What follows belongs to an exercise in optimizing a design on an open flow for small area, a short achievable clock period and few clock cycles; a production flow would make more cautious choices.
Function was checked by simulation only, so behaviour that the tests miss may differ from the original.
Power figures rest on the tool's default switching activity, not on a simulated workload.

[flow/constraint.sdc]
create_clock -name core_clock -period 10.0 [get_ports {i_clk}]
set_input_delay 2.0000 -clock core_clock [delete_from_list [all_inputs] [get_ports {i_clk}]]
set_output_delay 2.0000 -clock core_clock [all_outputs]
set_load 0.01 [all_outputs]
[flow/config.mk]
export PLATFORM = sky130hd
export DESIGN_NAME = saturn_alu_core
export DESIGN_NICKNAME = saturn_alu_core
export VERILOG_FILES = /design/flow/design.v
export SDC_FILE = /design/flow/constraint.sdc
export NUM_CORES = 4
export LEC_CHECK = 0
export ABC_AREA = 1
export CAP_MARGIN = 20
export CORE_MARGIN = 2
export CORE_UTILIZATION = 40
export SETUP_SLACK_MARGIN = 3.8
export SLEW_MARGIN = 20
export BUFFER_PORTS_ARGS = -buffer_cell sky130_fd_sc_hd__buf_2
[flow/flow/run.sh]
#!/bin/bash
# Layout flow: the standard ORFS flow, with the port buffers made from
# sky130_fd_sc_hd__buf_2 instead of the delay cell buffer_ports picks by default.
# Every tool's output goes to standard.log in the work folder (ORFS keeps its
# own per-step logs under orfs/logs as usual).
set -euo pipefail
cat >> "$FLOW_CONFIG" <<'EOM'
export BUFFER_PORTS_ARGS = -buffer_cell sky130_fd_sc_hd__buf_2
EOM
cp standard.sh standard_sh.log
bash standard.sh > standard.log 2>&1
[flow/design.v]
package saturn_alu_pkg;
  localparam int NIBBLES = 16;
  typedef logic [3:0] nibble_t;
  typedef logic [$clog2(NIBBLES)-1:0] field_idx_t;
  typedef logic [4*NIBBLES-1:0] word_t;
  typedef enum logic [2:0] {
    REG_A    = 3'd0,
    REG_B    = 3'd1,
    REG_C    = 3'd2,
    REG_D    = 3'd3,
    REG_R0   = 3'd4,
    REG_R1   = 3'd5,
    REG_IMM  = 3'd6,
    REG_ZERO = 3'd7
  } reg_id_e;
  typedef enum logic [2:0] {
    OP_ZERO     = 3'd0,
    OP_COPY     = 3'd1,
    OP_EXCH     = 3'd2,
    OP_ADD      = 3'd3,
    OP_DEC      = 3'd4,
    OP_2CMPL    = 3'd5,
    OP_CLR_MASK = 3'd6,
    OP_TEST_NEQ = 3'd7
  } alu_op_e;
  typedef struct packed {
    alu_op_e    op;
    reg_id_e    dest;
    reg_id_e    src1;
    reg_id_e    src2;
    field_idx_t field_first;
    field_idx_t field_last;
    nibble_t    imm;
  } alu_cmd_t;
  typedef struct packed {
    logic       prep;
    logic       calc;
    logic       save;
    logic       first;
    logic       last;
    logic       clear;
    field_idx_t idx;
  } alu_step_t;
  typedef struct packed {
    logic       we1;
    reg_id_e    reg1;
    nibble_t    data1;
    logic       we2;
    reg_id_e    reg2;
    nibble_t    data2;
    field_idx_t idx;
  } nib_write_t;
endpackage
`timescale 1ns/1ps
module saturn_alu_core (
  input  logic        i_clk,
  input  logic        i_reset,
  input  logic        i_cmd_valid,
  input  logic [2:0]  i_cmd_op,
  input  logic [2:0]  i_cmd_dest,
  input  logic [2:0]  i_cmd_src1,
  input  logic [2:0]  i_cmd_src2,
  input  logic [3:0]  i_cmd_first,
  input  logic [3:0]  i_cmd_last,
  input  logic [3:0]  i_cmd_imm,
  output logic        o_busy,
  output logic        o_done,
  output logic        o_carry,
  input  logic [2:0]  i_peek_reg,
  output logic [63:0] o_peek_word
);
  localparam int NUM_REGS = 6;
  logic [63:0] regs [NUM_REGS];
  logic        carry_q;
  logic        done_q;
  assign o_busy  = 1'b0;
  assign o_done  = done_q;
  assign o_carry = carry_q;
  logic accept;
  assign accept = i_cmd_valid && !i_reset;
  logic [NUM_REGS-1:0] sel_pk, sel_s1, sel_s2;
  always_comb begin
    for (int r = 0; r < NUM_REGS; r++) begin
      sel_pk[r] = (i_peek_reg == 3'(r));
      sel_s1[r] = (i_cmd_src1 == 3'(r));
      sel_s2[r] = (i_cmd_src2 == 3'(r));
    end
  end
  always_comb begin
    o_peek_word = '0;
    for (int r = 0; r < NUM_REGS; r++)
      o_peek_word = o_peek_word | (regs[r] & {64{sel_pk[r]}});
  end
  logic        ones;
  logic [63:0] a, y;
  assign ones = (i_cmd_op == 3'd4) || (i_cmd_op == 3'd5);
  always_comb begin
    a = {16{i_cmd_imm & {4{i_cmd_src1 == 3'd6}}}};
    y = {16{i_cmd_imm & {4{i_cmd_src2 == 3'd6}}}} | {64{ones}};
    for (int r = 0; r < NUM_REGS; r++) begin
      a = a | (regs[r] & {64{sel_s1[r]}});
      y = y | (regs[r] & {64{sel_s2[r]}});
    end
  end
  logic [15:0] in_f;      
  logic [15:0] kill;      
  logic [15:0] is_last;
  always_comb begin
    for (int i = 0; i < 16; i++) begin
      logic ge_f, le_l;
      ge_f = (4'(i) >= i_cmd_first);
      le_l = (4'(i) <= i_cmd_last);
      in_f[i]    = (i_cmd_first > i_cmd_last) ? (ge_f | le_l) : (ge_f & le_l);
      kill[i]    = (4'(i + 1) == i_cmd_first);
      is_last[i] = (4'(i) == i_cmd_last);
    end
  end
  logic op_copy, op_exch, op_neg, op_clr, arith;
  assign op_copy = (i_cmd_op == 3'd1);
  assign op_exch = (i_cmd_op == 3'd2);
  assign op_neg  = (i_cmd_op == 3'd5);
  assign op_clr  = (i_cmd_op == 3'd6);
  assign arith   = (i_cmd_op == 3'd3) || (i_cmd_op == 3'd4) || (i_cmd_op == 3'd5);
  logic [63:0] bp, bg;        
  assign bp = a ^ y;
  assign bg = a & y & {64{arith}};
  logic [15:0] g, p;          
  logic        neq;
  always_comb begin
    neq = 1'b0;
    for (int i = 0; i < 16; i++) begin
      logic [3:0] pn, gn;
      pn = bp[4*i +: 4];
      gn = bg[4*i +: 4];
      g[i] = gn[3] | (pn[3] & gn[2]) | (pn[3] & pn[2] & gn[1]) | (pn[3] & pn[2] & pn[1] & gn[0]);
      p[i] = &pn;
      neq  = neq | (in_f[i] & (|pn));
    end
  end
  logic [15:0] gk [5];
  logic [15:0] pk [5];
  always_comb begin
    gk[0] = g & ~kill;
    pk[0] = p & ~kill;
    for (int l = 0; l < 4; l++) begin
      for (int i = 0; i < 16; i++) begin
        if (((i >> l) & 1) == 1) begin
          gk[l+1][i] = gk[l][i] | (pk[l][i] & gk[l][((i >> l) << l) - 1]);
          pk[l+1][i] = pk[l][i] & pk[l][((i >> l) << l) - 1];
        end else begin
          gk[l+1][i] = gk[l][i];
          pk[l+1][i] = pk[l][i];
        end
      end
    end
  end
  logic [63:0] q;
  assign q = ({64{arith & ~op_neg}} & bp) | ({64{op_neg | op_copy}} & a) | ({64{op_exch}} & y)
           | ({64{op_clr}} & a & ~y);
  logic [15:0] cin;           
  logic [63:0] res;
  logic        cout;          
  always_comb begin
    cout = 1'b0;
    for (int i = 0; i < 16; i++) begin
      logic [3:0] pn, gn, cn;
      pn = bp[4*i +: 4];
      gn = bg[4*i +: 4];
      if (i == 0) cin[i] = gk[4][15];
      else        cin[i] = gk[4][i-1] | (pk[4][i-1] & gk[4][15]);
      cn[0] = cin[i];
      cn[1] = gn[0] | (pn[0] & cin[i]);
      cn[2] = gn[1] | (pn[1] & gn[0]) | (pn[1] & pn[0] & cin[i]);
      cn[3] = gn[2] | (pn[2] & gn[1]) | (pn[2] & pn[1] & gn[0]) | (pn[2] & pn[1] & pn[0] & cin[i]);
      res[4*i +: 4] = q[4*i +: 4] ^ cn;
      if (is_last[i]) cout = g[i] | (p[i] & cin[i]);
    end
  end
  logic is_exch, wr1;
  logic [2:0] tgt1;
  assign is_exch = (i_cmd_op == 3'd2);
  assign wr1     = (i_cmd_op != 3'd7);
  assign tgt1    = is_exch ? i_cmd_src1 : i_cmd_dest;
  logic [15:0] keep [NUM_REGS];
  logic [15:0] tk_r [NUM_REGS];
  logic [15:0] tk_a [NUM_REGS];
  always_comb begin
    for (int r = 0; r < NUM_REGS; r++) begin
      logic use_a, we1;
      use_a = accept && is_exch && (i_cmd_src2 == 3'(r));
      we1   = accept && wr1 && (tgt1 == 3'(r)) && !use_a;
      tk_a[r] = in_f & {16{use_a}};
      tk_r[r] = in_f & {16{we1}};
      keep[r] = ~(tk_a[r] | tk_r[r] | {16{i_reset}});
    end
  end
  always_ff @(posedge i_clk) begin
    for (int r = 0; r < NUM_REGS; r++)
      for (int i = 0; i < 16; i++)
        regs[r][4*i +: 4] <= (regs[r][4*i +: 4] & {4{keep[r][i]}})
                           | (res[4*i +: 4]     & {4{tk_r[r][i]}})
                           | (a[4*i +: 4]       & {4{tk_a[r][i]}});
  end
  always_ff @(posedge i_clk) begin
    if (i_reset) begin
      carry_q <= 1'b0;
      done_q  <= 1'b0;
    end else begin
      done_q <= accept;
      if (accept) begin
        case (i_cmd_op)
          3'd3, 3'd4, 3'd5: carry_q <= cout;
          3'd7:             carry_q <= neq;
          default:          carry_q <= carry_q;
        endcase
      end
    end
  end
endmodule
[flow/standard.sh]
#!/bin/bash
# synth_recipe.tcl (not shown) runs the flow's synth.tcl, then flattens the netlist and writes it again
# the make line also repeats each setting of config.mk as NAME=value (left out here)
make -C /OpenROAD-flow-scripts/flow DESIGN_CONFIG=/design/flow/config.mk WORK_HOME=/design/flow/orfs CLKGATE_MAP_FILE= SYNTH_SCRIPT=/design/flow/synth_recipe.tcl "${@:-finish}"
==> impl_metrics.env, run 1 <==
export IMPL_setup_viol_count_final=0
export IMPL_final_cell_mix="1762 x nand2_1, 518 x nand3_1, 386 x dfxtp_1"
export IMPL_setup_tns_ns=0
export IMPL_numClockSinks=386
export IMPL_mostFrequentLayoutCell="nand2_1"
export IMPL_fin_crit_ns=6.227
export IMPL_cp_required_ns=8.00
export IMPL_die_h_um=270.6
export IMPL_cts_tree="yes"
export IMPL_startpoint_type="input pin"
export IMPL_clk_pin_slew_ns=0.06
export IMPL_end_kind="output port"
export IMPL_p_clk_share_pct=42.8
export IMPL_grtUsageTotal_pct=37.73
export IMPL_hold_viol=0
export IMPL_post_place_ws_ns=1.689
export IMPL_yosys_area_top_type_share_pct=27.18
export IMPL_routed_wl_mm=151.3
export IMPL_slew_headroom_pct=25.06
export IMPL_switching_power_w=0.001348
export IMPL_setup_ws_ns=3.773
export IMPL_ys_seq_area_share_pct=27.18
export IMPL_synthMuxAreaShare_pct=0
export IMPL_maxCapViolations=0
export IMPL_cp_max_fo=22
export IMPL_netlist_area_um2=28430
export IMPL_cellPowerDensity_nw_per_um2=119.2
export IMPL_synthArstFlopShare_pct=0
export IMPL_area_growth_pct=22.24
export IMPL_yosysTopAreaCell="dfxtp_1"
export IMPL_multi_input_area_um2=20250
export IMPL_route_detailed_drc=0
export IMPL_critPathKind="input pin to output port"
export IMPL_worstMarginPinSlew_ns=1.120
export IMPL_avgRoutedWirePerCell_um=26.06
export IMPL_die_width_um=270.6
export IMPL_synth_simple_area_share_pct=41.03
export IMPL_fin_nets=4925
export IMPL_vias_per_cell=6.384
export IMPL_hpwl_mm=92.22
export IMPL_dieArea_um2=73220
export IMPL_post_route_period_util_pct=62.27
export IMPL_grt_pass1_wl_mm=211.4
export IMPL_stdcell_count=5805
export IMPL_core_area_um2=70150
export IMPL_cts_root_buffer="clkbuf_16"
export IMPL_pwr_share_comb_pct=19.4
export IMPL_place_congestion=0.9954
export IMPL_p_int_w=0.002793
export IMPL_wl_met3_mm=21.73
export IMPL_fill_cells=7226
export IMPL_synth_ff_type="dfxtp_1"
export IMPL_rsz0062_at_grt="yes"
export IMPL_synth_area_leaders="dfxtp_1 27%, nand2_1 23%, nand3_1 9.3%, inv_1 4.4%, nor2_1 3.9%"
export IMPL_vias=37058
export IMPL_yosysUniqueCellTypes=58
export IMPL_synthAdderAreaFrac_pct=3.134
export IMPL_grt_pass1_vias=32978
export IMPL_power_share_switching_pct=32.55
export IMPL_yosysWarnings=7
export IMPL_grt_start_max_net_pins=72
export IMPL_whs_ns=0.4717
export IMPL_rows=97
export IMPL_start_util_pct=40.52
export IMPL_first_pass_iters=8
export IMPL_cts_made_buffers=48
export IMPL_synth_compound_area_share_pct=19.33
export IMPL_htreeDepth=2
export IMPL_netlist_instances=4666
export IMPL_antenna_found_initial=6
export IMPL_portBuffers=95
export IMPL_p_leak_nw=13.80
export IMPL_drtIter0Drc=5958
export IMPL_syn_nets=4764
export IMPL_wirelength_met1_mm=55.33
export IMPL_clkLatencyLatePin_ns=0.62
export IMPL_pin_count=97
export IMPL_drv_slew=0
export IMPL_hp_class="flip-flop to flip-flop"
export IMPL_dp_cells=5583
export IMPL_ctsLongestPathBuffers=3
export IMPL_ir_drop_v=0.0001107
export IMPL_arrival_ns=4.23
export IMPL_drtAntennaViolNets=0
export IMPL_max_freq_mhz=160.6
export IMPL_postSynthAreaPerCell_um2=6.092
export IMPL_synth_edf_count=0
export IMPL_seq_area_um2=7727
export IMPL_drive_gt1_share_pct=13.76
export IMPL_synthXorXnorAreaFrac_pct=1.981
export IMPL_ys_ff_latch=386
export IMPL_finalClockSkew_ns=0.02708
export IMPL_synth_top_family_by_area="simple AND/OR/NAND/NOR gates"
export IMPL_route_met2_wl_mm=60.35
export IMPL_outcome="no timing/DRC/antenna violations"
export IMPL_seq_power_share_pct=37.7
export IMPL_grt_overflow=0
export IMPL_top_layer_used="met5"
kinds of logic after synthesis:
logic type,Yosys count
AND/OR/NAND/NOR,2814
adder cells (fa/ha/maj),72
buffers and inverters,545
flip-flops,386
XOR/XNOR,60
other,1
AO/OA/AOI/OAI,788
power groups by stage:
stage          combinational [W]  sequential, W  clock, W
2_1_floorplan           0.000389        0.00159         0
3_3_place_gp            0.000636        0.00159         0
3_5_place_dp            0.000637        0.00159         0
4_1_cts                 0.000678        0.00156   0.00178
5_1_grt                 0.000824        0.00156   0.00183
6_report                0.000805        0.00156   0.00177
stage by stage:
step / area, um^2 / utilization [%] / total power (W)
final: 34750 / 49.54 / 0.004141
after global routing: 34740 / 49.52 / 0.004220
after global placement: 29970 / 42.72 / 0.002231
after CTS: 32570 / 46.43 / 0.004020
after detailed placement: 29990 / 42.76 / 0.002232
after floorplan: 28430 / - / 0.001979
final timing paths:
path                       startpoint                  end  slack, ns  cells past startpoint
hold / removal    regs[5][55]$_DFF_P_  regs[5][55]$_DFF_P_       0.47                      2
setup reg to reg  regs[0][11]$_DFF_P_  regs[4][55]$_DFF_P_       5.69                     32
hold reg to reg   regs[5][55]$_DFF_P_  regs[5][55]$_DFF_P_       0.47                      2
setup / recovery        i_peek_reg[0]      o_peek_word[25]       3.77                      9
synthesized netlist by cell type (all sizes together) (10+ instances only):
cell type and count:
buf 21, a22oi 26, nor4 13, a21oi 141, ha 68, o21ai 163
nand2 1798, dfxtp 386, clkbuf 172, inv 342, nand4 34, xor2 57
nand3 533, o22ai 102, o211ai 21, o2111ai 110, nor2 298, nor3 133
clkinv 10, a221oi 126, o221ai 69
critical path, stage by stage:
cell       delay [ns]
buf_2            0.10
inv_1            0.08
nor3_2           0.55
inv_4            0.36
buf_4            0.39
o22ai_1          0.17
a21oi_1          0.06
o2111ai_1        0.23
buf_2            0.24
final cells by class:
| cell class | instances | area share, % |
|---|---|---|
| Timing Repair Buffer | 301 | 7.370 |
| Inverter | 352 | 4.209 |
| Antenna cell | 4 | 0.02880 |
| Multi-Input combinational cell | 3736 | 58.27 |
| Tap cell | 940 | 3.385 |
| Clock inverter | 13 | 0.3745 |
| Clock buffer | 71 | 4.083 |
| Timing Repair inverter | 2 | 0.04321 |
| Sequential cell | 386 | 22.24 |
sequential cells by signal, indices dropped and copies added (netlist names):
| register | count |
|---|---|
| carry_q | 1 |
| done_q | 1 |
| regs | 384 |
metal layers:
metal	track usage, %	up-vias
met5	0	-
met4	26.14	8
met3	11.04	853
met2	55.51	2892
met1	47.25	16896
li1	-	16409
what timing repair did:
| item | in CTS | in global routing |
|---|---|---|
| gates cloned | 3 | 9 |
| buffers inserted | 41 | 81 |
| setup endpoints to repair | 402 | 344 |
| gates resized for setup | 140 | 248 |
| pin swaps | 15 | 58 |
| hold buffers | 0 | 0 |
Testbench counts, summed over its fixed seeds: cycles 3,208.
==> run 2, diff against run 1 <==
--- a/flow/design.v
+++ b/flow/design.v
@@ -145,11 +145,6 @@
     for (int l = 0; l < 4; l++) begin
       for (int i = 0; i < 16; i++) begin
-        if (((i >> l) & 1) == 1) begin
-          gk[l+1][i] = gk[l][i] | (pk[l][i] & gk[l][((i >> l) << l) - 1]);
-          pk[l+1][i] = pk[l][i] & pk[l][((i >> l) << l) - 1];
-        end else begin
-          gk[l+1][i] = gk[l][i];
-          pk[l+1][i] = pk[l][i];
-        end
+        gk[l+1][i] = gk[l][i] | (pk[l][i] & gk[l][(i - (1 << l)) & 15]);
+        pk[l+1][i] = pk[l][i] & pk[l][(i - (1 << l)) & 15];
       end
     end
@@ -167,6 +162,5 @@
       pn = bp[4*i +: 4];
       gn = bg[4*i +: 4];
-      if (i == 0) cin[i] = gk[4][15];
-      else        cin[i] = gk[4][i-1] | (pk[4][i-1] & gk[4][15]);
+      cin[i] = gk[4][(i + 15) & 15];
       cn[0] = cin[i];
       cn[1] = gn[0] | (pn[0] & cin[i]);
==> impl_metrics.env, run 2 <==
export IMPL_syn_nets=4848
export IMPL_synthArstFlopShare_pct=0
export IMPL_crit_buf_inv=6
export IMPL_avgRoutedWirePerCell_um=25.45
export IMPL_end_kind="output port"
export IMPL_worstMarginPinSlew_ns=1.123
export IMPL_reg_largest_list="regs x384, carry_q x1, done_q x1"
export IMPL_startpoint="i_peek_reg[0]"
export IMPL_max_freq_mhz=160.9
export IMPL_setup_viol_count_final=0
export IMPL_yosys_area_top_type_share_pct=26.80
export IMPL_largest_register_ffs=384
export IMPL_die_h_um=272.5
export IMPL_grt_busiest_layer="met2"
export IMPL_start_util_pct=40.40
export IMPL_maxCapViolations=0
export IMPL_synthAdderAreaFrac_pct=3.125
export IMPL_antenna_found_initial=7
export IMPL_htreeDepth=2
export IMPL_grt_overflow=0
export IMPL_hold_buffers=0
export IMPL_synth_commonest_cells="1796 x nand2_1, 544 x nand3_1, 386 x dfxtp_1"
export IMPL_critPathKind="input pin to output port"
export IMPL_netlist_instances=4750
export IMPL_ir_drop_v=0.0001175
export IMPL_area_growth_pct=18.37
export IMPL_mostFrequentLayoutCell="nand2_1"
export IMPL_routed_wl_mm=148.8
export IMPL_hold_depth=2
export IMPL_synth_top_family_by_area="simple AND/OR/NAND/NOR gates"
export IMPL_die_width_um=272.5
export IMPL_portBuffers=95
export IMPL_pin_count=97
export IMPL_worst_path_max_delay_cell="o211ai_1"
export IMPL_met1_usage_pct=49.50
export IMPL_fin_nets=4952
export IMPL_first_pass_iters=7
export IMPL_vias_per_cell=6.346
export IMPL_setup_ws_ns=3.784
export IMPL_fin_crit_ns=6.216
export IMPL_drtAntennaViolNets=0
export IMPL_drv_slew=0
export IMPL_synthMuxAreaShare_pct=0
export IMPL_ys_ff_latch=386
export IMPL_ys_seq_area_share_pct=26.80
export IMPL_finalClockSkew_ns=0.02195
export IMPL_critPathTopFamily="buffers and inverters"
export IMPL_total_power_w=0.004158
export IMPL_numClockSinks=386
export IMPL_dieArea_um2=74240
export IMPL_place_congestion=1.036
export IMPL_startpoint_type="input pin"
export IMPL_setup_tns_ns=0
export IMPL_grt_pass1_wl_mm=216.2
export IMPL_grtUsageMet3_pct=12.03
export IMPL_synth_simple_area_share_pct=40.03
export IMPL_outcome="no timing/DRC/antenna violations"
export IMPL_yosysTopAreaCell="dfxtp_1"
export IMPL_hpwl_mm=97.67
export IMPL_cp_required_ns=8.00
export IMPL_hold_viol=0
export IMPL_grt_start_max_net_pins=72
export IMPL_arrival_ns=4.22
export IMPL_top_register="regs"
export IMPL_drtIter0Drc=5656
export IMPL_core_area_um2=71360
export IMPL_yosysWarnings=7
export IMPL_netlist_area_um2=28830
export IMPL_synth_edf_count=0
export IMPL_clk_pin_slew_ns=0.06
export IMPL_slew_headroom_pct=24.91
export IMPL_rows=98
export IMPL_post_route_period_util_pct=62.16
export IMPL_r2r_start="regs[4][6]$_DFF_P_"
export IMPL_route_detailed_drc=0
export IMPL_hp_class="flip-flop to flip-flop"
export IMPL_vias=37097
export IMPL_synth_compound_area_share_pct=20.12
export IMPL_yosysUniqueCellTypes=61
export IMPL_hp_start="regs[4][13]$_DFF_P_"
export IMPL_worst_path_stages=8
export IMPL_yosysMostFrequentCell="nand2_1"
export IMPL_cts_tree="yes"
export IMPL_clkLatencyLatePin_ns=0.61
export IMPL_cellPowerDensity_nw_per_um2=121.8
export IMPL_grt_pass1_vias=33798
export IMPL_rr_worst_depth=23
export IMPL_ctsLongestPathBuffers=3
export IMPL_path_cells="buf_2 > inv_1 > nor3_2 > buf_6 > inv_2 > buf_6 > o211ai_1 > buf_2"
export IMPL_synth_ff_type="dfxtp_1"
export IMPL_cts_root_buffer="clkbuf_16"
export IMPL_final_cell_mix="1787 x nand2_1, 536 x nand3_1, 386 x dfxtp_1"
export IMPL_synthXorXnorAreaFrac_pct=2.074
export IMPL_grtUsageTotal_pct=38.36
export IMPL_postSynthAreaPerCell_um2=6.070
export IMPL_critical_path_max_stage_delay_ns=0.71
export IMPL_rsz0062_at_grt="yes"
export IMPL_synth_area_leaders="dfxtp_1 27%, nand2_1 23%, nand3_1 9.4%, inv_1 5.0%, nor2_1 4.2%"
export IMPL_cp_max_fo=39
export IMPL_grtUsageMet2_pct=55.62
export IMPL_p_leak_nw=13.75
export IMPL_post_place_ws_ns=2.401
export IMPL_drive_gt1_share_pct=11.49
export IMPL_cts_made_buffers=46
-- run 2: what timing repair did --
action | CTS | global route
gates resized for setup | 94 | 173
pin swaps | 16 | 27
setup endpoints to repair | 416 | 398
buffers inserted | 22 | 48
-- run 2: area by class of cell --
cell class | instances | area, um^2
Inverter | 395 | 1560
Clock buffer | 67 | 1404
Fill cell | 7561 | 37230
Antenna cell | 4 | 10.01
Multi-Input combinational cell | 3777 | 20110
Sequential cell | 386 | 7727
Timing Repair Buffer | 248 | 1913
Tap cell | 950 | 1189
Clock inverter | 19 | 212.7
-- run 2: cells by family (layout without fill, tap and decap cells) --
group	Yosys count	count (layout)
AOI/OAI and AO/OA	822	822
xor gates and xnor gates	64	64
adders and majority gates	73	73
buffers and inverters	587	729
DFF	386	386
other	1	5
and+or+nand+nor	2817	2817
-- run 2: routing by layer --
layer / vias up / share of wire, %
met4: 14 / 7.3
met1: 16993 / 38
met5: - / 0.054
li1: 16506 / -
met2: 2807 / 40
met3: 777 / 14
-- run 2: stage by stage --
step	std cells	instance area (um^2)	utilization, %	hold WS, ns
floorplan	4750	28830	-	0.4420
CTS	5794	32810	45.98	0.4735
detailed placement	5686	30470	42.70	0.4555
finish	5846	34130	47.82	0.4717
global route	5843	34120	47.81	0.4931
global placement	5686	30470	42.70	0.4544
-- run 2: report_power, final --
group	total (W)	switching [W]	internal (W)	leakage, nW
clock	0.00184	0.000757	0.00108	0.804
combinational	0.000760	0.000567	0.000193	9.84
sequential	0.00156	0.0000126	0.00155	3.11
total	0.00416	0.00134	0.00282	13.8
-- run 2: worst reg2reg max path, stage by stage (launching register included) --
cell	delay, ns
dfxtp_1	0.31
inv_1	0.13
o21ai_0	0.11
a21oi_1	0.15
o2111ai_1	0.39
ha_1	0.52
nand2_1	0.09
nor2_1	0.14
nand2_1	0.12
nor2_1	0.16
inv_1	0.08
nor2_1	0.13
inv_1	0.11
o21bai_2	0.26
a21oi_2	0.14
o31ai_4	0.36
nand2_1	0.09
nand2_1	0.15
a21oi_2	0.11
o21ai_2	0.17
xor2_2	0.14
buf_4	0.17
nand2_1	0.06
nand3_1	0.08
-- run 2: final timing paths --
path                         endpoint  slack [ns]
setup / recovery       o_peek_word[2]        3.78
hold / removal    regs[4][13]$_DFF_P_        0.47
setup reg to reg  regs[2][63]$_DFF_P_        5.79
hold reg to reg   regs[4][13]$_DFF_P_        0.47
Testbench counts of run 2, summed over its fixed seeds: cycles 3,208.
==> run 3, diff against run 2 <==
==> flow/flow/run.sh (replaced) <==
#!/bin/bash
# Layout flow: the standard ORFS flow with two changes.
#  1. Port buffers are sky130_fd_sc_hd__buf_2 instead of the delay cell that
#     buffer_ports picks by default.
#  2. Synthesis is the standard flow's own script (synth_recipe.tcl, unchanged) with ABC's
#     mapping script swapped for flow/abc_nf.script, an area-oriented &nf
#     mapping. Only the combinational mapping changes; registers, their names
#     and cell types are those of the standard synthesis.
# standard.sh's output (every tool's log) goes to standard.log; ORFS also keeps
# its per-step logs under orfs/logs.
set -euo pipefail
WORK=$(pwd)
cat >> "$FLOW_CONFIG" <<'EOM'
export BUFFER_PORTS_ARGS = -buffer_cell sky130_fd_sc_hd__buf_2
EOM
ABC_SCRIPT="$WORK/flow/abc_nf.script"
{
  echo "proc abc {args} {"
  echo "  set i [lsearch -exact \$args -script]"
  echo "  if {\$i >= 0} { lset args [expr {\$i + 1}] $ABC_SCRIPT }"
  echo "  yosys abc {*}\$args"
  echo "}"
  cat synth_recipe.tcl
} > my_synth.tcl
sed "s#SYNTH_SCRIPT=[^ ]*#SYNTH_SCRIPT=$WORK/my_synth.tcl#" standard.sh > my_standard.sh
cp standard.sh standard_sh.log
bash my_standard.sh > standard.log 2>&1
==> flow/flow/abc_nf.script (new file) <==
strash
&get -n
&st
&dch
&nf -a
&put
topo
stime -c
buffer -c
upsize -c
dnsize -c
--- a/flow/config.mk
+++ b/flow/config.mk
@@ -10,5 +10,5 @@
 export CORE_MARGIN = 2
 export CORE_UTILIZATION = 40
-export SETUP_SLACK_MARGIN = 3.8
+export SETUP_SLACK_MARGIN = 3.9
 export SLEW_MARGIN = 20
 export BUFFER_PORTS_ARGS = -buffer_cell sky130_fd_sc_hd__buf_2
==> impl_metrics.env, run 3 <==
export IMPL_routed_wl_mm=136.1
export IMPL_critical_path_max_stage_delay_ns=0.57
export IMPL_post_route_util_pct=49.60
export IMPL_avgRoutedWirePerCell_um=28.89
export IMPL_grtUsageTotal_pct=35.99
export IMPL_cts_tree="yes"
export IMPL_dpl_cell_area_um2=28150
export IMPL_synth_ff_type="dfxtp_1"
export IMPL_dieArea_um2=68750
export IMPL_grt_pass1_vias=29785
export IMPL_start_util_pct=40.49
export IMPL_postSynthAreaPerCell_um2=7.244
export IMPL_worstMarginPinSlew_ns=1.176
export IMPL_synth_commonest_cells="1076 x nand2_1, 408 x a22oi_1, 386 x dfxtp_1"
export IMPL_final_cell_mix="1029 x nand2_1, 407 x a22oi_1, 386 x dfxtp_1"
export IMPL_ys_seq_area_share_pct=28.98
export IMPL_post_route_period_util_pct=61.34
export IMPL_pin_count=97
export IMPL_rrSetupSlack_ns=5.63
export IMPL_cellPowerDensity_nw_per_um2=125.0
export IMPL_yosysMostFrequentCell="nand2_1"
export IMPL_synth_area_leaders="dfxtp_1 29%, nand2_1 15%, a22oi_1 11%, a222oi_1 9.6%, nor2_1 3.4%"
export IMPL_ys_ff_latch=386
export IMPL_p_leak_nw=13.56
export IMPL_yosys_area_top_type_share_pct=28.98
export IMPL_fin_nets=3910
export IMPL_grt_overflow=0
export IMPL_area_growth_pct=22.52
export IMPL_vias_per_cell=7.137
export IMPL_hold_viol=0
export IMPL_numClockSinks=386
export IMPL_cp_max_fo=33
export IMPL_hold_buffers=0
export IMPL_r2r_start="regs[2][19]$_DFF_P_"
export IMPL_rr_worst_depth=20
export IMPL_drtIter0Drc=8511
export IMPL_hp_class="flip-flop to flip-flop"
export IMPL_drtAntennaViolNets=0
export IMPL_cts_root_buffer="clkbuf_16"
export IMPL_hpwl_mm=83.32
export IMPL_rows=94
export IMPL_route_detailed_drc=0
export IMPL_seq_area_um2=7727
export IMPL_path_cells="buf_2 > nor3b_2 > buf_4 > buf_4 > a222oi_1 > nand2_1 > buf_2"
export IMPL_crit_end="o_peek_word[37]"
export IMPL_reg2reg_to="carry_q$_SDFFE_PP0P_"
export IMPL_cts_made_buffers=48
export IMPL_largest_register_ffs=384
export IMPL_setup_tns_ns=0
export IMPL_max_freq_mhz=163.0
export IMPL_place_congestion=1.045
export IMPL_ir_drop_v=0.0001176
export IMPL_netlist_instances=3681
export IMPL_maxCapViolations=0
export IMPL_end_kind="output port"
export IMPL_netlist_area_um2=26670
export IMPL_grt_pass1_wl_mm=190.6
export IMPL_critPathKind="input pin to output port"
export IMPL_syn_nets=3779
export IMPL_arrival_ns=4.13
export IMPL_fin_crit_ns=6.134
export IMPL_outcome="no timing/DRC/antenna violations"
export IMPL_yosysTopAreaCell="dfxtp_1"
export IMPL_setup_viol_count_final=0
export IMPL_fill_cells=6501
export IMPL_startpoint_type="input pin"
export IMPL_ctsLongestPathBuffers=3
export IMPL_die_h_um=262.2
export IMPL_reg_largest_list="regs x384, carry_q x1, done_q x1"
export IMPL_multi_input_area_um2=19660
export IMPL_clk_pin_slew_ns=0.06
export IMPL_cp_required_ns=8.00
export IMPL_slew_headroom_pct=21.41
export IMPL_die_width_um=262.2
export IMPL_finalClockSkew_ns=0.02845
export IMPL_drive_gt1_share_pct=17.04
export IMPL_startpoint="i_peek_reg[2]"
export IMPL_yosysUniqueCellTypes=71
export IMPL_drv_slew=0
export IMPL_grt_start_max_net_pins=70
export IMPL_worst_path_max_delay_cell="buf_4"
export IMPL_htreeDepth=2
export IMPL_core_area_um2=65860
export IMPL_mostFrequentLayoutCell="nand2_1"
export IMPL_yosysWarnings=7
export IMPL_first_pass_iters=15
export IMPL_synth_edf_count=0
export IMPL_stdcell_area_um2=32670
export IMPL_vias=33628
export IMPL_synthArstFlopShare_pct=0
export IMPL_top_register="regs"
export IMPL_portBuffers=95
export IMPL_antenna_found_initial=11
export IMPL_rsz0062_at_grt="yes"
export IMPL_clkLatencyLatePin_ns=0.61
==> run 3: cell types whose count changed after synthesis, moves of 104 or more <==
cell	delta
nand3_1	-417
o2111ai_1	-104
nand2_1	-720
a222oi_1	+256
inv_1	-365
a22oi_1	+399
==> run 3: cell families (layout without fill, tap and decap cells) <==
family	count (synthesis)	in the layout	synth area share (%)
AOI/OAI and AO/OA	1222	1222	35.51
xor gates and xnor gates	64	64	2.102
adders and majority gates	80	80	3.641
buffers and inverters	244	403	3.585
DFF	386	386	28.98
muxes	4	4	0.1595
other	1	5	0.01406
and+or+nand+nor	1680	1684	26.01
==> run 3: how the worst min path moves through the flow <==
stage	to	slack (ns)	start	cells past startpoint
finish	regs[5][13]$_DFF_P_	0.48	regs[5][13]$_DFF_P_	2
global route	regs[5][40]$_DFF_P_	0.49	regs[5][40]$_DFF_P_	2
CTS	regs[5][40]$_DFF_P_	0.47	regs[5][40]$_DFF_P_	2
detailed placement	regs[5][40]$_DFF_P_	0.47	regs[5][40]$_DFF_P_	2
global placement	regs[5][40]$_DFF_P_	0.46	regs[5][40]$_DFF_P_	2
floorplan	regs[4][40]$_DFF_P_	0.44	regs[4][40]$_DFF_P_	2
==> run 3: final cells by class <==
| class | count | area share, % |
|---|---|---|
| multi-input cells | 3055 | 60.18 |
| repair buffers | 303 | 7.893 |
| clock buffers | 68 | 4.216 |
| well taps | 864 | 3.309 |
| inverters | 18 | 0.2068 |
| diodes | 4 | 0.03064 |
| flip-flops and latches | 386 | 23.65 |
| clock inverters | 14 | 0.5132 |
==> run 3: critical path: cells and delay by family <==
| kind | cells | cell delay [ns] |
|---|---|---|
| and+or+nand+nor | 2 | 0.48 |
| buffers and inverters | 4 | 1.42 |
| AOI/OAI and AO/OA | 1 | 0.14 |
==> run 3: what timing repair did <==
item / 4_1_cts / 5_1_grt
pin swaps: 30 / 96
gates cloned: 5 / 10
resized for setup: 151 / 205
endpoints found under the setup margin: 387 / 270
setup buffers: 45 / 86
==> run 3: through the flow <==
| stage | power (W) | instances | worst slack, ns | hold slack, ns |
|---|---|---|---|---|
| floorplan | 0.001984 | 3681 | 3.900 | 0.4428 |
| global placement | 0.002191 | 4480 | 1.984 | 0.4648 |
| detailed placement | 0.002193 | 4480 | 1.928 | 0.4654 |
| CTS | 0.003983 | 4612 | 3.785 | 0.4742 |
| global route | 0.004168 | 4708 | 3.800 | 0.4941 |
| finish | 0.004085 | 4712 | 3.866 | 0.4776 |
==> run 3: routing by layer <==
layer | vias up | part of all wire, % | GRT usage (%)
li1 | 14510 | - | -
met1 | 15665 | 38 | 48.52
met2 | 2847 | 40 | 51.59
met3 | 592 | 15 | 11.17
met4 | 14 | 6.3 | 17.83
met5 | - | 0.059 | 0.3472
==> run 3: report_power, final <==
group / switching [W] / internal [W] / total, W
registers: 0.0000150 / 0.00155 / 0.00156
logic: 0.000528 / 0.000216 / 0.000744
clock network: 0.000746 / 0.00103 / 0.00178
total: 0.00129 / 0.00280 / 0.00409
==> run 4, diff against run 3 <==
--- a/flow/design.v
+++ b/flow/design.v
@@ -155,7 +155,8 @@
   logic [15:0] cin;           
   logic [63:0] res;
+  logic [15:0] co_n;          
   logic        cout;          
-  always_comb begin
-    cout = 1'b0;
+  assign cout = |co_n;
+  always_comb begin
     for (int i = 0; i < 16; i++) begin
       logic [3:0] pn, gn, cn;
@@ -168,5 +169,5 @@
       cn[3] = gn[2] | (pn[2] & gn[1]) | (pn[2] & pn[1] & gn[0]) | (pn[2] & pn[1] & pn[0] & cin[i]);
       res[4*i +: 4] = q[4*i +: 4] ^ cn;
-      if (is_last[i]) cout = g[i] | (p[i] & cin[i]);
+      co_n[i] = is_last[i] & (g[i] | (p[i] & cin[i]));
     end
   end
==> impl_metrics.env, run 4 <==
export IMPL_grt_pass1_vias=30250
export IMPL_p_leak_nw=13.17
export IMPL_hold_depth=2
export IMPL_cts_tree="yes"
export IMPL_antenna_found_initial=11
export IMPL_core_area_um2=66800
export IMPL_worstMarginPinSlew_ns=1.146
export IMPL_ctsLongestPathBuffers=3
export IMPL_worst_path_max_delay_cell="or4_1"
export IMPL_setup_viol_count_final=0
export IMPL_top_register="regs"
export IMPL_ys_seq_area_share_pct=28.76
export IMPL_vias=33567
export IMPL_clkLatencyLatePin_ns=0.62
export IMPL_yosysMostFrequentCell="nand2_1"
export IMPL_mostFrequentLayoutCell="nand2_1"
export IMPL_syn_nets=3711
export IMPL_path_cells="buf_2 > nor3b_2 > buf_12 > buf_16 > a222oi_1 > nand3_1 > ha_4 > and3_1 > o211ai_1 > nand3_2 > a32oi_4 > o21ai_1 > o21ba_2 > o31a_2 > o31a_1 > nor3_1 > or4_1 > nor3_4 > a21oi_1 > o21ba_1"
export IMPL_critical_path_max_stage_delay_ns=0.58
export IMPL_die_width_um=263.2
export IMPL_fin_crit_ns=6.268
export IMPL_yosysWarnings=7
export IMPL_drtAntennaViolNets=0
export IMPL_grt_start_max_net_pins=65
export IMPL_maxCapViolations=0
export IMPL_grt_pass1_wl_mm=196.7
export IMPL_hp_class="flip-flop to flip-flop"
export IMPL_stdcell_area_um2=32180
export IMPL_drv_slew=0
export IMPL_route_detailed_drc=0
export IMPL_end_kind="flip-flop"
export IMPL_outcome="no timing/DRC/antenna violations"
export IMPL_rsz0062_at_grt="yes"
export IMPL_post_route_util_pct=48.18
export IMPL_reg_largest_list="regs x384, carry_q x1, done_q x1"
export IMPL_fin_nets=3772
export IMPL_ir_drop_v=0.0001240
export IMPL_synthArstFlopShare_pct=0
export IMPL_rr_worst_depth=16
export IMPL_grtUsageTotal_pct=36.49
export IMPL_grt_overflow=0
export IMPL_hold_buffers=0
export IMPL_cts_made_buffers=49
export IMPL_clk_pin_slew_ns=0.06
export IMPL_finalClockSkew_ns=0.02231
export IMPL_place_congestion=1.058
export IMPL_htreeDepth=2
export IMPL_cellPowerDensity_nw_per_um2=128.2
export IMPL_max_freq_mhz=159.6
export IMPL_synth_edf_count=0
export IMPL_vias_per_cell=7.307
export IMPL_final_cell_mix="876 x nand2_1, 386 x dfxtp_1, 346 x a22oi_1"
export IMPL_post_route_period_util_pct=62.68
export IMPL_postSynthAreaPerCell_um2=7.437
export IMPL_arrival_ns=6.78
export IMPL_startpoint_type="input pin"
export IMPL_cts_root_buffer="clkbuf_16"
export IMPL_fill_cells=6606
export IMPL_whs_ns=0.4705
export IMPL_die_h_um=263.2
export IMPL_yosys_area_top_type_share_pct=28.76
export IMPL_avgRoutedWirePerCell_um=29.71
export IMPL_numClockSinks=386
export IMPL_area_growth_pct=19.77
export IMPL_slew_headroom_pct=23.50
export IMPL_ys_ff_latch=386
export IMPL_hold_viol=0
export IMPL_synth_ff_type="dfxtp_1"
export IMPL_start_util_pct=40.22
export IMPL_hpwl_mm=84.38
export IMPL_rows=95
export IMPL_yosysTopAreaCell="dfxtp_1"
export IMPL_drive_gt1_share_pct=16.44
export IMPL_critPathKind="input pin to flip-flop"
export IMPL_routed_wl_mm=136.5
export IMPL_yosysUniqueCellTypes=83
export IMPL_dpl_cell_area_um2=28240
export IMPL_cp_required_ns=10.51
export IMPL_first_pass_iters=11
export IMPL_total_power_w=0.004127
export IMPL_dieArea_um2=69270
export IMPL_netlist_area_um2=26870
export IMPL_setup_tns_ns=0
export IMPL_netlist_instances=3613
export IMPL_cp_max_fo=26
export IMPL_portBuffers=95
export IMPL_pin_count=97
export IMPL_synth_area_leaders="dfxtp_1 29%, nand2_1 13%, a22oi_1 9.8%, a222oi_1 9.5%, nor3_1 3.5%"
export IMPL_drtIter0Drc=7653
export IMPL_largest_register_ffs=384
export IMPL_synth_commonest_cells="911 x nand2_1, 386 x dfxtp_1, 350 x a22oi_1"
[run 4: cell types whose count changed in the layout (fill, tap and decap cells not counted), sizes merged, moves of 6 or more]
cell,previous run,this run
a221o,20,80
a22o,67,77
a22oi,409,357
and2,19,12
and3,7,13
and4,0,6
buf,292,245
diode,4,11
nand2,1076,911
nor3,128,190
o22ai,22,12
[run 4: layout make-up]
class                           instances  area (um^2)  area share [%]
Multi-Input combinational cell       2966        19740           61.34
Inverter                               22        87.58          0.2722
Tap cell                              873         1092           3.394
Clock inverter                          9        126.4          0.3927
Clock buffer                           78         1478           4.592
Antenna cell                           11        27.53         0.08553
Sequential cell                       386         7727           24.01
Timing Repair Buffer                  249         1902           5.910
[run 4: final timing paths]
path                       start                   end  slack [ns]
max reg2reg  regs[2][58]$_DFF_P_  carry_q$_SDFFE_PP0P_        5.64
min reg2reg   regs[2][6]$_DFF_P_    regs[2][6]$_DFF_P_        0.47
max                i_cmd_src2[1]  carry_q$_SDFFE_PP0P_        3.73
min           regs[2][6]$_DFF_P_    regs[2][6]$_DFF_P_        0.47
[run 4: worst max-delay path, delay by kind of cell]
family,cells,cell delay (ns)
AO/OA/AOI/OAI,9,2.08
adder cells (fa/ha/maj),1,0.34
buffers and inverters,3,0.60
AND/OR/NAND/NOR,7,1.72
[run 4: repair_timing]
| item | CTS | global route |
|---|---|---|
| cloned | 4 | 2 |
| pin swaps | 17 | 76 |
| setup buffers | 10 | 75 |
| resized for setup | 112 | 213 |
| endpoints found under the setup margin | 420 | 315 |
[run 4: cell families (layout without fill, tap and decap cells)]
kind of cell	Yosys count	after routing	share of synthesized area, %
buffers and inverters	265	358	3.893
flip-flops	386	386	28.76
AND/OR/NAND/NOR	1573	1577	24.67
multiplexers	4	4	0.1583
adder cells (fa/ha/maj)	75	75	3.427
XOR/XNOR	64	64	2.282
other	1	12	0.01396
AO/OA/AOI/OAI	1245	1245	36.80
[run 4: metal layers]
layer	wire length, um	up-vias	track usage, %
met3	20940	631	12.19
met1	50830	15765	47.52
met5	76	-	0
li1	-	14326	-
met4	8799	6	20.25
met2	55860	2839	52.78
[run 4: metrics by stage]
step	instances	setup WS (ns)
global route	4590	3.724
CTS	4506	3.794
detailed placement	4405	2.206
floorplan	3613	3.923
global placement	4405	2.220
finish	4594	3.732
[run 4: where the power goes]
part	switching, W	total [W]	internal, W
Sequential	0.0000143	0.00156	0.00155
Combinational	0.000538	0.000738	0.000201
Clock	0.000744	0.00183	0.00108
Total	0.00130	0.00413	0.00283
Testbench counts of run 4, summed over its fixed seeds: cycles 3,208.
==> run 5, diff against run 4 <==
--- a/flow/config.mk
+++ b/flow/config.mk
@@ -10,5 +10,5 @@
 export CORE_MARGIN = 2
 export CORE_UTILIZATION = 40
-export SETUP_SLACK_MARGIN = 3.9
+export SETUP_SLACK_MARGIN = 3.8
 export SLEW_MARGIN = 20
 export BUFFER_PORTS_ARGS = -buffer_cell sky130_fd_sc_hd__buf_2
==> impl_metrics.env, run 5 <==
export IMPL_setup_tns_ns=0
export IMPL_htreeDepth=2
export IMPL_maxCapViolations=0
export IMPL_synthArstFlopShare_pct=0
export IMPL_cts_tree="yes"
export IMPL_core_area_um2=66800
export IMPL_yosysUniqueCellTypes=83
export IMPL_postSynthAreaPerCell_um2=7.437
export IMPL_r2r_start="regs[0][58]$_DFF_P_"
export IMPL_critPathKind="input pin to output port"
export IMPL_final_cell_mix="880 x nand2_1, 386 x dfxtp_1, 348 x a22oi_1"
export IMPL_post_route_period_util_pct=62.76
export IMPL_grt_pass1_vias=30252
export IMPL_avgRoutedWirePerCell_um=30.15
export IMPL_die_width_um=263.2
export IMPL_multi_input_area_um2=19360
export IMPL_drv_slew=0
export IMPL_top_register="regs"
export IMPL_startpoint="i_peek_reg[0]"
export IMPL_largest_register_ffs=384
export IMPL_drive_gt1_share_pct=14.88
export IMPL_clkLatencyLatePin_ns=0.61
export IMPL_grt_start_max_net_pins=65
export IMPL_hold_buffers=0
export IMPL_portBuffers=95
export IMPL_synth_area_leaders="dfxtp_1 29%, nand2_1 13%, a22oi_1 9.8%, a222oi_1 9.5%, nor3_1 3.5%"
export IMPL_fill_cells=6692
export IMPL_fin_crit_ns=6.276
export IMPL_place_congestion=1.052
export IMPL_startpoint_type="input pin"
export IMPL_rsz0062_at_grt="yes"
export IMPL_route_detailed_drc=0
export IMPL_yosysWarnings=7
export IMPL_setup_viol_count_final=0
export IMPL_ctsLongestPathBuffers=3
export IMPL_arrival_ns=4.28
export IMPL_setup_ws_ns=3.724
export IMPL_hold_viol=0
export IMPL_hpwl_mm=85.08
export IMPL_max_freq_mhz=159.3
export IMPL_mostFrequentLayoutCell="nand2_1"
export IMPL_hp_start="regs[5][34]$_DFF_P_"
export IMPL_numClockSinks=386
export IMPL_reg2reg_to="carry_q$_SDFFE_PP0P_"
export IMPL_rrSetupSlack_ns=5.64
export IMPL_rows=95
export IMPL_synth_commonest_cells="911 x nand2_1, 386 x dfxtp_1, 350 x a22oi_1"
export IMPL_area_growth_pct=17.49
export IMPL_crit_end="o_peek_word[44]"
export IMPL_synth_edf_count=0
export IMPL_rr_worst_depth=17
export IMPL_fin_nets=3752
export IMPL_routed_wl_mm=137.8
export IMPL_yosys_area_top_type_share_pct=28.76
export IMPL_drtAntennaViolNets=0
export IMPL_ys_ff_latch=386
export IMPL_vias=33591
export IMPL_dieArea_um2=69270
export IMPL_pin_count=97
export IMPL_synth_ff_type="dfxtp_1"
export IMPL_ir_drop_v=0.0001093
export IMPL_grt_pass1_wl_mm=199.8
export IMPL_die_h_um=263.2
export IMPL_cp_required_ns=8.00
export IMPL_syn_nets=3711
export IMPL_worstMarginPinSlew_ns=1.104
export IMPL_start_util_pct=40.22
export IMPL_cp_max_fo=36
export IMPL_grtUsageTotal_pct=37.14
export IMPL_post_place_ws_ns=2.391
export IMPL_cts_root_buffer="clkbuf_16"
export IMPL_cts_made_buffers=47
export IMPL_netlist_instances=3613
export IMPL_finalClockSkew_ns=0.02651
export IMPL_drtIter0Drc=8542
export IMPL_yosysTopAreaCell="dfxtp_1"
export IMPL_yosysMostFrequentCell="nand2_1"
export IMPL_grt_overflow=0
export IMPL_first_pass_iters=17
export IMPL_outcome="no timing/DRC/antenna violations"
export IMPL_seq_area_um2=7727
export IMPL_reg_largest_list="regs x384, carry_q x1, done_q x1"
export IMPL_hp_class="flip-flop to flip-flop"
export IMPL_slew_headroom_pct=26.31
export IMPL_antenna_found_initial=13
export IMPL_netlist_area_um2=26870
export IMPL_vias_per_cell=7.350
export IMPL_ys_seq_area_share_pct=28.76
export IMPL_end_kind="output port"
export IMPL_clk_pin_slew_ns=0.06
export IMPL_cellPowerDensity_nw_per_um2=129.1
export IMPL_p_leak_nw=12.89
[run 5: cell types whose count changed in the layout (fill, tap and decap cells not counted), sizes merged]
cell	before	now
clkinv	6	10
inv	20	19
nor2	245	246
and3b	8	7
diode	11	8
clkbuf	82	75
buf	245	228
[run 5: worst max-delay path, cell delays in order]
cell and delay, ns:
buf_2 0.16, nand2_1 0.23, nor2_4 0.71, buf_6 0.56, a222oi_1 0.15, nand2_1 0.24
buf_2 0.17
[run 5: worst min-delay path by stage]
| stage | end | slack, ns | cells after the start |
|---|---|---|---|
| finish | regs[5][34]$_DFF_P_ | 0.48 | 2 |
| global route | regs[4][56]$_DFF_P_ | 0.49 | 2 |
| CTS | regs[4][33]$_DFF_P_ | 0.47 | 2 |
| detailed placement | regs[4][13]$_DFF_P_ | 0.47 | 2 |
| global placement | regs[5][27]$_DFF_P_ | 0.46 | 2 |
| floorplan | regs[5][10]$_DFF_P_ | 0.44 | 2 |
[run 5: power breakdown]
group / switching, W / total [W] / internal [W]
Clock: 0.000740 / 0.00178 / 0.00104
Sequential: 0.0000143 / 0.00156 / 0.00155
Combinational: 0.000539 / 0.000728 / 0.000189
Total: 0.00129 / 0.00407 / 0.00278
[run 5: cell type report]
| cell class | instances | area share [%] |
|---|---|---|
| tap | 873 | 3.460 |
| clock inverter | 12 | 0.4399 |
| multi-input combinational | 2966 | 61.32 |
| clock buffer | 72 | 4.474 |
| sequential | 386 | 24.48 |
| timing repair buffer | 231 | 5.477 |
| antenna | 8 | 0.06341 |
| inverter | 22 | 0.2853 |
[run 5: per-stage QoR]
step                area, um^2  power, W  hold slack, ns  instances  utilization (%)
finish                   31570  0.004075          0.4766       4570            47.26
global route             31570  0.004147          0.4943       4568            47.25
CTS                      30280  0.003990          0.4727       4506            45.32
detailed placement       28250  0.002222          0.4684       4411            42.29
global placement         28250  0.002219          0.4633       4411            42.29
floorplan                26880  0.001989          0.4425       3613                -
[run 5: kinds of logic after synthesis]
family                     after synthesis  share of synthesized area, %
other                                    1                       0.01396
buffers and inverters                  265                         3.893
muxes                                    4                        0.1583
AOI/OAI and AO/OA                     1245                         36.80
adders and majority gates               75                         3.427
DFF                                    386                         28.76
xor gates and xnor gates                64                         2.282
and+or+nand+nor                       1573                         24.67
[run 5: timing repair]
| item | CTS | global route |
|---|---|---|
| pin swaps | 9 | 69 |
| endpoints found under the setup margin | 365 | 272 |
| setup buffers | 7 | 55 |
| gates resized for setup | 92 | 175 |
| gates cloned | 4 | 1 |
[run 5: per-layer routing]
layer,share of wire [%],track usage [%]
met1,37,49.23
met2,40,53.26
met3,17,11.81
met4,6.4,20.26
met5,0.032,0

static timing again, ports no longer ideal:
The results above use ideal ports. As a check the final layouts listed here were re-extracted and re-timed, cells and wires unchanged. Step 1 sets driving cells, clkbuf_16 on the clock port and buf_2 on the other inputs (assumed; they add their load-dependent delay and slew). Step 2, shift: input delay + t, output delay - t, t = (earliest + latest rising clock arrival at the registers) / 2. This alone moves slack from input paths to output paths. Three values: ideal ports, drivers, drivers and shift; two values: the first two.
| run | t, ns | setup slack, ns | latest minus earliest clock arrival (ns) |
|---|---|---|---|
| run 1 | 0.669 | 3.773 / 3.750 / 3.290 | 0.027 / 0.027 |
| run 2 | 0.661 | 3.784 / 3.761 / 3.240 | 0.022 / 0.022 |
| run 3 | 0.663 | 3.866 / 3.845 / 3.329 | 0.029 / 0.028 |
| run 4 | 0.671 | 3.732 / 3.776 / 3.105 | 0.022 / 0.022 |
| run 5 | 0.663 | 3.724 / 3.702 / 3.179 | 0.026 / 0.027 |
After both steps setup and hold are still met in every run listed. For run 4, which loses most, drivers alone change the setup slack by +0.044 ns; drivers and shift together by -0.627 ns.
